Context: an optimization exercise on an open-source flow, tuned for small area. The choices shown serve that exercise and are no tape-out recipe.
Only simulation tests tie the RTL to the original design; equivalence was not proved.
Power figures rest on the tool's default switching activity, not on a simulated workload.

// host_terminal_top
module host_terminal_top #(
   parameter int MEM_WORDS    = 64,
   parameter int CALIB_CYCLES = 16,
   parameter int RING         = 4
) (
   input  logic                 ifclk,
   input  logic                 rst,
   input  term_pkg::term_addr_t term_addr,
   input  term_pkg::reg_addr_t  reg_addr,
   input  logic [31:0]          len,
   input  logic                 read_mode,
   input  logic                 read_req,
   input  logic                 read,
   input  logic                 write_mode,
   input  logic                 write,
   input  term_pkg::reg_data_t  reg_datai,
   output term_pkg::reg_data_t  reg_datao,
   output logic                 read_rdy,
   output logic                 write_rdy,
   output term_pkg::reg_data_t  transfer_status
);
Size in the first run: roughly 4100 cells after synthesis, ~2200 flip-flops.
==> module mem_port_model, before the edit <==
module mem_port_model #(
   parameter int MEM_WORDS    = 64,
   parameter int CALIB_CYCLES = 16,
   parameter int RING         = 4
) (
   input  logic                 ifclk,
   input  logic                 rst,
   input  logic                 cmd_en,
   input  logic                 cmd_rd,
   input  logic                 wr_en,
   input  logic                 rd_en,
   input  logic                 wq_load,
   input  logic [$clog2(MEM_WORDS)-1:0] wq_addr,
   input  term_pkg::mem_word_t  wq_data,
   input  logic                 cap_win,
   input  logic [$clog2(MEM_WORDS)-1:0] cap_addr,
   output logic                 cmd_full,
   output term_pkg::mem_word_t  rd_word,
   output logic                 rd_empty,
   output logic                 calib_done
);
   localparam int WORD_AW = $clog2(MEM_WORDS);
   localparam int RING_W  = $clog2(RING);
   localparam int RINGS   = MEM_WORDS / RING;
   localparam int CAL_W   = $clog2(CALIB_CYCLES + 1);
   logic [CAL_W-1:0]   calib_cnt;
   logic               cmd_valid;
   logic               cmd_rd_q;
   logic               rd_pend;
   logic [RING_W-1:0]  phase;
   term_pkg::mem_word_t wq_word;
   logic [WORD_AW-1:0] wq_waddr;
   logic               wq_valid;
   logic               wq_cancel;
   logic               wq_fire;
   logic               cap;
   term_pkg::mem_word_t ring_in [RINGS];
   term_pkg::mem_word_t ring_out [RINGS];
   logic               cap_fwd;
   always_ff @(posedge ifclk) begin
      if (rst) begin
         calib_cnt  <= '0;
         calib_done <= 1'b0;
      end else if (!calib_done) begin
         if (calib_cnt == CAL_W'(CALIB_CYCLES - 1))
            calib_done <= 1'b1;
         calib_cnt <= calib_cnt + 1'b1;
      end
   end
   always_ff @(posedge ifclk) begin
      if (rst)
         cmd_valid <= 1'b0;
      else
         cmd_valid <= cmd_en;
      if (cmd_en)
         cmd_rd_q <= cmd_rd;
   end
   always_ff @(posedge ifclk) begin
      if (rst)
         rd_pend <= 1'b0;
      else if (cmd_valid && cmd_rd_q)
         rd_pend <= 1'b1;
      else if (rd_en)
         rd_pend <= 1'b0;
   end
   assign cmd_full = ~calib_done | cmd_valid;
   assign rd_empty = ~rd_pend;
   always_ff @(posedge ifclk)
      phase <= phase + 1'b1;
   assign wq_cancel = rst & wr_en;
   assign wq_fire   = wq_valid & ~wq_cancel &
                      (RING_W'(wq_waddr[RING_W-1:0] + phase + 1'b1) == '0);
   always_ff @(posedge ifclk) begin
      if (wq_load) begin
         wq_word  <= wq_data;
         wq_waddr <= wq_addr;
         wq_valid <= 1'b1;
      end else if (wq_fire || wq_cancel) begin
         wq_valid <= 1'b0;
      end
   end
   for (genvar g = 0; g < RINGS; g++) begin : ring
      term_pkg::mem_word_t slot [RING];
      assign ring_in[g] = (wq_fire && wq_waddr[WORD_AW-1:RING_W] == (WORD_AW-RING_W)'(g)) ?
                          wq_word : slot[RING-1];
      assign ring_out[g] = slot[RING-1];
      always_ff @(posedge ifclk) begin
         slot[0] <= ring_in[g];
         for (int k = 1; k < RING; k++)
            slot[k] <= slot[k-1];
      end
   end
   assign cap = cap_win & (RING_W'(cap_addr[RING_W-1:0] + phase + 1'b1) == '0);
   assign cap_fwd = wq_valid & (wq_waddr == cap_addr);
   always_ff @(posedge ifclk) begin
      if (cap)
         rd_word <= cap_fwd ? wq_word : ring_out[cap_addr[WORD_AW-1:RING_W]];
   end
endmodule
Settings: LEC_CHECK=0, ABC_AREA=1, CAP_MARGIN=20, CORE_MARGIN=2, CORE_UTILIZATION=60, SLEW_MARGIN=20; clock period 8.0 ns.
standard.sh (not shown) runs the stock make flow with config.mk's settings and CLKGATE_MAP_FILE= SYNTH_SCRIPT=/design/flow/synth_recipe.tcl, a recipe that flattens the netlist after the stock synthesis.
==> flow/flow/run.sh <==
#!/bin/bash
# The standard layout with three changes:
#  - synthesis is the standard flow's own script, but Yosys's abc maps the logic with an
#    area-oriented ABC script (flow/abc_area.script); the registers are
#    mapped before abc and are the standard synthesis's;
#  - a leaner clock tree (no dummy loads, clusters of up to 16 sinks);
#  - single-size port buffers.
set -euo pipefail
here=$(pwd)
export MY_ABC_SCRIPT="$here/flow/abc_area.script"
export BUFFER_PORTS_ARGS="-buffer_cell sky130_fd_sc_hd__buf_1"
export CTS_ARGS="-sink_clustering_enable -repair_clock_nets -dont_use_dummy_load -buf_list {sky130_fd_sc_hd__clkbuf_4 sky130_fd_sc_hd__clkbuf_8} -sink_clustering_size 16 -sink_clustering_max_diameter 50"
sed "s#SYNTH_SCRIPT=[^ ]*#SYNTH_SCRIPT=$here/flow/synth.tcl#" standard.sh > own_standard.sh
bash own_standard.sh > flow_make.log 2>&1
==> flow/flow/abc_area.script <==
strash
dch
map -a
topo
stime -c
==> flow/flow/synth.tcl <==
proc synth {args} { yosys synth -nofsm -noshare {*}$args }
proc abc {args} {
  if { [info exists ::env(MY_ABC_SCRIPT)] } {
    set i [lsearch -exact $args -script]
    if { $i >= 0 } {
      set args [lreplace $args [expr {$i + 1}] [expr {$i + 1}] $::env(MY_ABC_SCRIPT)]
    }
  }
  yosys abc {*}$args
}
source $::env(SCRIPTS_DIR)/synth.tcl
# left out here: clear keep_hierarchy, flatten, clean up, hide names made inside functions, write 1_2_yosys.v
Next try:
--- a/flow/design.v
+++ b/flow/design.v
@@ -269,14 +269,12 @@
    logic [WORD_AW-1:0] wq_waddr;
    logic               wq_valid;
    logic               wq_cancel;
    logic               wq_fire;
    logic               cap;
    term_pkg::mem_word_t ring_in [RINGS];
-   term_pkg::mem_word_t ring_out [RINGS];
-   logic               cap_fwd;
    always_ff @(posedge ifclk) begin
       if (rst) begin
          calib_cnt  <= '0;
          calib_done <= 1'b0;
       end else if (!calib_done) begin
          if (calib_cnt == CAL_W'(CALIB_CYCLES - 1))
@@ -317,24 +315,22 @@
       end
    end
    for (genvar g = 0; g < RINGS; g++) begin : ring
       term_pkg::mem_word_t slot [RING];
       assign ring_in[g] = (wq_fire && wq_waddr[WORD_AW-1:RING_W] == (WORD_AW-RING_W)'(g)) ?
                           wq_word : slot[RING-1];
-      assign ring_out[g] = slot[RING-1];
       always_ff @(posedge ifclk) begin
          slot[0] <= ring_in[g];
          for (int k = 1; k < RING; k++)
             slot[k] <= slot[k-1];
       end
    end
    assign cap = cap_win & (RING_W'(cap_addr[RING_W-1:0] + phase + 1'b1) == '0);
-   assign cap_fwd = wq_valid & (wq_waddr == cap_addr);
    always_ff @(posedge ifclk) begin
       if (cap)
-         rd_word <= cap_fwd ? wq_word : ring_out[cap_addr[WORD_AW-1:RING_W]];
+         rd_word <= ring_in[cap_addr[WORD_AW-1:RING_W]];
    end
 endmodule
 `timescale 1ns/1ns
 module host_terminal_top #(
    parameter int MEM_WORDS    = 64,
    parameter int CALIB_CYCLES = 16,
Outcome: The new run completed with no timing, DRC or antenna violations; worst setup slack improves by 0.26 ns; final area stays flat; core utilization stays flat; die area barely changes; final cell count increases slightly; wire length decreases by a few percent; area after synthesis barely changes; sequential power hardly moves.

afterwards: timing with drivers on the ports:
No port has a modelled driver above. Below, the same layouts with a new extraction and two added sets of constraints.
Step 1 sets driving cells, clkbuf_16 on the clock port and buf_2 on the other inputs (assumed; they add their load-dependent delay and slew).
Step 2, shift: input delay + t, output delay - t, t = (earliest + latest rising clock arrival at the registers) / 2. This alone moves slack from input paths to output paths.
Three values: ideal ports, drivers, drivers and shift; two values: the first two.
run	t, ns	setup slack, ns	latest minus earliest clock arrival (ns)
the first run	0.892	1.568 / 1.544 / 0.961	0.065 / 0.064
the second run	0.879	1.830 / 1.809 / 1.337	0.072 / 0.072
After both steps setup and hold are still met in every run listed. The setup slack of the first run, which loses most, moves by -0.024 ns with the drivers and by -0.607 ns with both steps.
